Source: an optimization exercise on an open RTL-to-GDS flow (aim: small area). Production flows keep margins and buffers that such runs may drop. Function was checked by simulation only, so behaviour that the tests miss may differ from the original. Power is estimated from default activity; no workload was simulated.

## build 28
// parking_lot_top
module parking_lot_top (
	input logic clock,
	input logic reset,
	input logic park_req,
	input logic retrieve_req,
	input parking_pkg::plate_t order_plate,
	output parking_pkg::floor_t current_floor,
	output logic plate_type,
	output logic park_done,
	output parking_pkg::floor_t park_floor,
	output logic park_place,
	output logic car_out,
	output parking_pkg::plate_t car_out_plate,
	output parking_pkg::fee_t fee,
	output logic order_rejected,
	output logic order_dropped,
	output logic full_sedan,
	output logic full_suv
);
	logic order_valid;
	logic order_take;
	parking_pkg::order_kind_t order_kind;
	parking_pkg::plate_t order_plate_q;
	logic suv_query;
	parking_pkg::plate_t store_plate;
	logic store_strobe;
	logic clear_strobe;
	parking_pkg::floor_t free_floor;
	logic free_place;
	logic free_found;
	parking_pkg::floor_t hit_floor;
	logic hit_place;
	logic hit_found;
	logic [7:0] spot_count;
	order_queue queue_i (
		.clock(clock),
		.reset(reset),
		.park_req(park_req),
		.retrieve_req(retrieve_req),
		.order_plate(order_plate),
		.order_take(order_take),
		.order_valid(order_valid),
		.order_kind(order_kind),
		.order_plate_q(order_plate_q),
		.order_dropped(order_dropped)
	);
	elevator_controller controller_i (
		.clock(clock),
		.reset(reset),
		.order_valid(order_valid),
		.order_kind(order_kind),
		.order_plate_q(order_plate_q),
		.free_floor(free_floor),
		.free_place(free_place),
		.free_found(free_found),
		.hit_floor(hit_floor),
		.hit_place(hit_place),
		.hit_found(hit_found),
  ...
For scale: roughly 520 flip-flops, roughly 22000 µm² of cells after synthesis.
Settings: LEC_CHECK=0, CAP_MARGIN=0, CORE_MARGIN=2, CORE_UTILIZATION=60, GPL_TIMING_DRIVEN=0, PLACE_DENSITY=0.75, SLEW_MARGIN=0; clock period 10.0 ns.
standard.sh (not shown) runs the stock make flow with config.mk's settings and CLKGATE_MAP_FILE= SYNTH_SCRIPT=/design/flow/synth_recipe.tcl, a recipe that flattens the netlist after the stock synthesis.
==> flow/flow/run.sh <==
#!/bin/bash
# Own layout flow: the standard ORFS flow (standard.sh) with three changes:
#  - ABC maps the logic with an area-oriented script (flow/abc_area.script) in
#    place of ORFS's speed script; every other synthesis step is unchanged, so
#    the registers, their names and cell types are the standard synthesis's;
#  - the port buffers are buf_1 cells;
#  - CTS clusters up to 26 sinks per clkbuf_16 and inserts no dummy loads.
# Each make run's full output goes to a log file of its own in this folder.
set -euo pipefail
W=$(pwd)
rm -rf "$W/scripts"
cp -r "$FLOW_HOME/scripts" "$W/scripts"
cp "$W/flow/abc_area.script" "$W/scripts/abc_speed.script"
ARGS=("SCRIPTS_DIR=$W/scripts"
	"BUFFER_PORTS_ARGS=-buffer_cell sky130_fd_sc_hd__buf_1"
	"CTS_ARGS=-sink_clustering_enable -repair_clock_nets -dont_use_dummy_load -buf_list sky130_fd_sc_hd__clkbuf_16 -sink_clustering_size 26 -sink_clustering_max_diameter 100")
bash standard.sh "${ARGS[@]}" synth > "$W/synth.log" 2>&1
bash standard.sh "${ARGS[@]}" finish > "$W/layout.log" 2>&1
==> flow/flow/abc_area.script <==
&get -n
&st
&dch
&nf -a
&put
topo
stime -c
Setup changes, build 28 to build 91
Settings: clearing PLACE_DENSITY, which used to be 0.75; swapping 0 for 20 in CAP_MARGIN; swapping 0 for 20 in SLEW_MARGIN; swapping 60 for 40 in CORE_UTILIZATION.
-- flow/flow/run.sh --
<<< build 28, line 1
#!/bin/bash
# Own layout flow: the standard ORFS flow (standard.sh) with three changes:
#  - ABC maps the logic with an area-oriented script (flow/abc_area.script) in
>>> build 91, line 1
#!/bin/bash
# Own layout flow: the standard ORFS flow (standard.sh) with these changes:
#  - ABC maps the logic with an area-oriented script (flow/abc_area.script) in
<<< build 28, line 5
#    the registers, their names and cell types are the standard synthesis's;
#  - the port buffers are buf_1 cells;
>>> build 91, line 5
#    the registers, their names and cell types are the standard synthesis's;
#  - after synthesis, the platform's don't-use list is extended with the large
#    buffers and inverters (flow/dont_use.txt), so that repair fixes slew with
#    small buffers;
#  - the port buffers are buf_1 cells;
<<< build 28, line 17
bash standard.sh "${ARGS[@]}" synth > "$W/synth.log" 2>&1
bash standard.sh "${ARGS[@]}" finish > "$W/layout.log" 2>&1
>>> build 91, line 20
bash standard.sh "${ARGS[@]}" synth > "$W/synth.log" 2>&1
bash standard.sh "${ARGS[@]}" "DONT_USE_CELLS=$(cat "$W/flow/dont_use.txt")" finish > "$W/layout.log" 2>&1
==> flow/flow/dont_use.txt (new file) <==
sky130_fd_sc_hd__probe_p_8 sky130_fd_sc_hd__probec_p_8 sky130_fd_sc_hd__lpflow_bleeder_1 sky130_fd_sc_hd__lpflow_clkbufkapwr_1 sky130_fd_sc_hd__lpflow_clkbufkapwr_16 sky130_fd_sc_hd__lpflow_clkbufkapwr_2 sky130_fd_sc_hd__lpflow_clkbufkapwr_4 sky130_fd_sc_hd__lpflow_clkbufkapwr_8 sky130_fd_sc_hd__lpflow_clkinvkapwr_1 sky130_fd_sc_hd__lpflow_clkinvkapwr_16 sky130_fd_sc_hd__lpflow_clkinvkapwr_2 sky130_fd_sc_hd__lpflow_clkinvkapwr_4 sky130_fd_sc_hd__lpflow_clkinvkapwr_8 sky130_fd_sc_hd__lpflow_decapkapwr_12 sky130_fd_sc_hd__lpflow_decapkapwr_3 sky130_fd_sc_hd__lpflow_decapkapwr_4 sky130_fd_sc_hd__lpflow_decapkapwr_6 sky130_fd_sc_hd__lpflow_decapkapwr_8 sky130_fd_sc_hd__lpflow_inputiso0n_1 sky130_fd_sc_hd__lpflow_inputiso0p_1 sky130_fd_sc_hd__lpflow_inputiso1n_1 sky130_fd_sc_hd__lpflow_inputiso1p_1 sky130_fd_sc_hd__lpflow_inputisolatch_1 sky130_fd_sc_hd__lpflow_isobufsrc_1 sky130_fd_sc_hd__lpflow_isobufsrc_16 sky130_fd_sc_hd__lpflow_isobufsrc_2 sky130_fd_sc_hd__lpflow_isobufsrc_4 sky130_fd_sc_hd__lpflow_isobufsrc_8 sky130_fd_sc_hd__lpflow_isobufsrckapwr_16 sky130_fd_sc_hd__lpflow_lsbuf_lh_hl_isowell_tap_1 sky130_fd_sc_hd__lpflow_lsbuf_lh_hl_isowell_tap_2 sky130_fd_sc_hd__lpflow_lsbuf_lh_hl_isowell_tap_4 sky130_fd_sc_hd__lpflow_lsbuf_lh_isowell_4 sky130_fd_sc_hd__lpflow_lsbuf_lh_isowell_tap_1 sky130_fd_sc_hd__lpflow_lsbuf_lh_isowell_tap_2 sky130_fd_sc_hd__lpflow_lsbuf_lh_isowell_tap_4 sky130_fd_sc_hd__buf_6 sky130_fd_sc_hd__buf_8 sky130_fd_sc_hd__buf_12 sky130_fd_sc_hd__buf_16 sky130_fd_sc_hd__bufbuf_8 sky130_fd_sc_hd__bufbuf_16 sky130_fd_sc_hd__bufinv_8 sky130_fd_sc_hd__bufinv_16 sky130_fd_sc_hd__inv_6 sky130_fd_sc_hd__inv_8 sky130_fd_sc_hd__inv_12 sky130_fd_sc_hd__inv_16
### Flow results
- Share of the clock period used by the worst path after layout (build 91 over build 28): increase, 1.4 points
- Routed wire in build 91 totals more than in build 28.
- Re TritonCTS buffer count: no difference whatsoever between build 91 and build 28.
- Summary of build 91 over build 28: non-clock buffer count moved down, fraction of standard cell area in multi-input logic higher, minimum clock period after layout picked up an extra 140 ps, fmax now sits lower.
Modified inputs, build 93 compared to build 91
-- flow/flow/run.sh --
<<< build 91, line 9
#  - the port buffers are buf_1 cells;
#  - CTS clusters up to 26 sinks per clkbuf_16 and inserts no dummy loads.
# Each make run's full output goes to a log file of its own in this folder.
>>> build 93, line 9
#  - the port buffers are buf_1 cells;
#  - CTS clusters up to 10 sinks per clkbuf_4 and inserts no dummy loads.
# Each make run's full output goes to a log file of its own in this folder.
<<< build 91, line 18
	"BUFFER_PORTS_ARGS=-buffer_cell sky130_fd_sc_hd__buf_1"
	"CTS_ARGS=-sink_clustering_enable -repair_clock_nets -dont_use_dummy_load -buf_list sky130_fd_sc_hd__clkbuf_16 -sink_clustering_size 26 -sink_clustering_max_diameter 100")
bash standard.sh "${ARGS[@]}" synth > "$W/synth.log" 2>&1
>>> build 93, line 18
	"BUFFER_PORTS_ARGS=-buffer_cell sky130_fd_sc_hd__buf_1"
	"CTS_ARGS=-sink_clustering_enable -repair_clock_nets -dont_use_dummy_load -buf_list sky130_fd_sc_hd__clkbuf_4 -sink_clustering_size 10 -sink_clustering_max_diameter 50")
bash standard.sh "${ARGS[@]}" synth > "$W/synth.log" 2>&1
Notes after the runs:
Build 93 finished every step from synthesis to the final layout, and the layout passed the timing, DRC and antenna checks. Against build 91, the final cell area of build 93 is lower. Summary: with build 91 as the reference, switching power total in build 93 moved up slightly. When build 93 is set beside build 91, its global-route met2 utilization turns out to be 0.27 points larger. Max sequential fraction of design power across build 91 and build 93: build 93. From build 91 to build 93 the numbers moved as follows: clock buffer count climbed 42, least setup slack across all paths after layout dropped 240 ps, area after synthesis barely changed, die outline area barely changed, number of antenna violations at the first check in global routing climbed 1.
Input-level comparison between build 15 and build 93:
-- flow/flow/run.sh --
<<< build 93, line 9
#  - the port buffers are buf_1 cells;
#  - CTS clusters up to 10 sinks per clkbuf_4 and inserts no dummy loads.
# Each make run's full output goes to a log file of its own in this folder.
>>> build 15, line 9
#  - the port buffers are buf_1 cells;
#  - CTS clusters up to 18 sinks per clkbuf_8 and inserts no dummy loads.
# Each make run's full output goes to a log file of its own in this folder.
<<< build 93, line 18
	"BUFFER_PORTS_ARGS=-buffer_cell sky130_fd_sc_hd__buf_1"
	"CTS_ARGS=-sink_clustering_enable -repair_clock_nets -dont_use_dummy_load -buf_list sky130_fd_sc_hd__clkbuf_4 -sink_clustering_size 10 -sink_clustering_max_diameter 50")
bash standard.sh "${ARGS[@]}" synth > "$W/synth.log" 2>&1
>>> build 15, line 18
	"BUFFER_PORTS_ARGS=-buffer_cell sky130_fd_sc_hd__buf_1"
	"CTS_ARGS=-sink_clustering_enable -repair_clock_nets -dont_use_dummy_load -buf_list sky130_fd_sc_hd__clkbuf_8 -sink_clustering_size 18 -sink_clustering_max_diameter 80")
bash standard.sh "${ARGS[@]}" synth > "$W/synth.log" 2>&1
[summary]
Compared with build 93, wire length on met2 in build 15 decreased slightly.
Sort build 93 and build 15 by final critical path time including I/O delays and setup desc -> top: build 93
In terms of area growth from synthesis to layout, build 15 and build 93 differ only marginally.
Build 15 vs. build 93: worst-skew pair later-pin latency shrank by 170 ps, via count of the first global-routing pass shrank by 173, slack of the critical path grew by 230 ps, clock-pin slew of the registers on the worst-case setup and hold paths held steady, required time of the critical path held steady.
Compared to build 93, build 15 has met3 demand-to-capacity share in global routing 0.82 points lower.
Compared build 93 against build 15; count of buffering cells on the critical path with inverters included within noise.
In terms of core utilization, build 15 and build 93 differ only marginally.

## afterwards: timing with drivers on the ports
In the flow no input, the clock included, has a driving cell. The finished layouts below were timed again as built, in two steps.
Step 1 sets driving cells, clkbuf_16 on the clock port and buf_2 on the other inputs (assumed; they add their load-dependent delay and slew).
Step 2 times the ports against the registers' clock, not the clock port: input delays grow and output delays shrink by t, the midpoint of the rising clock arrivals with the driver on.
a / b / c = no drivers / after step 1 / after step 2; a / b = the first two.
| run | t, ns | setup WS [ns] | worst hold slack (ns) | worst register clock-pin slew, ns | worst slew at a driven data input, ns |
|---|---|---|---|---|---|
| build 28 | 0.612 | 2.726 / 2.674 / 3.286 | 0.494 / 0.494 / 0.494 | 0.10 / 0.10 | 0.05 |
| build 91 | 0.623 | 2.586 / 2.527 / 3.150 | 0.499 / 0.499 / 0.499 | 0.10 / 0.10 | 0.07 |
| build 93 | 0.820 | 2.344 / 2.293 / 3.112 | 0.503 / 0.503 / 0.503 | 0.12 / 0.12 | 0.06 |
| build 15 | 0.651 | 2.575 / 2.523 / 3.174 | 0.502 / 0.502 / 0.502 | 0.12 / 0.12 | 0.06 |
After both steps every run listed still meets setup and hold.
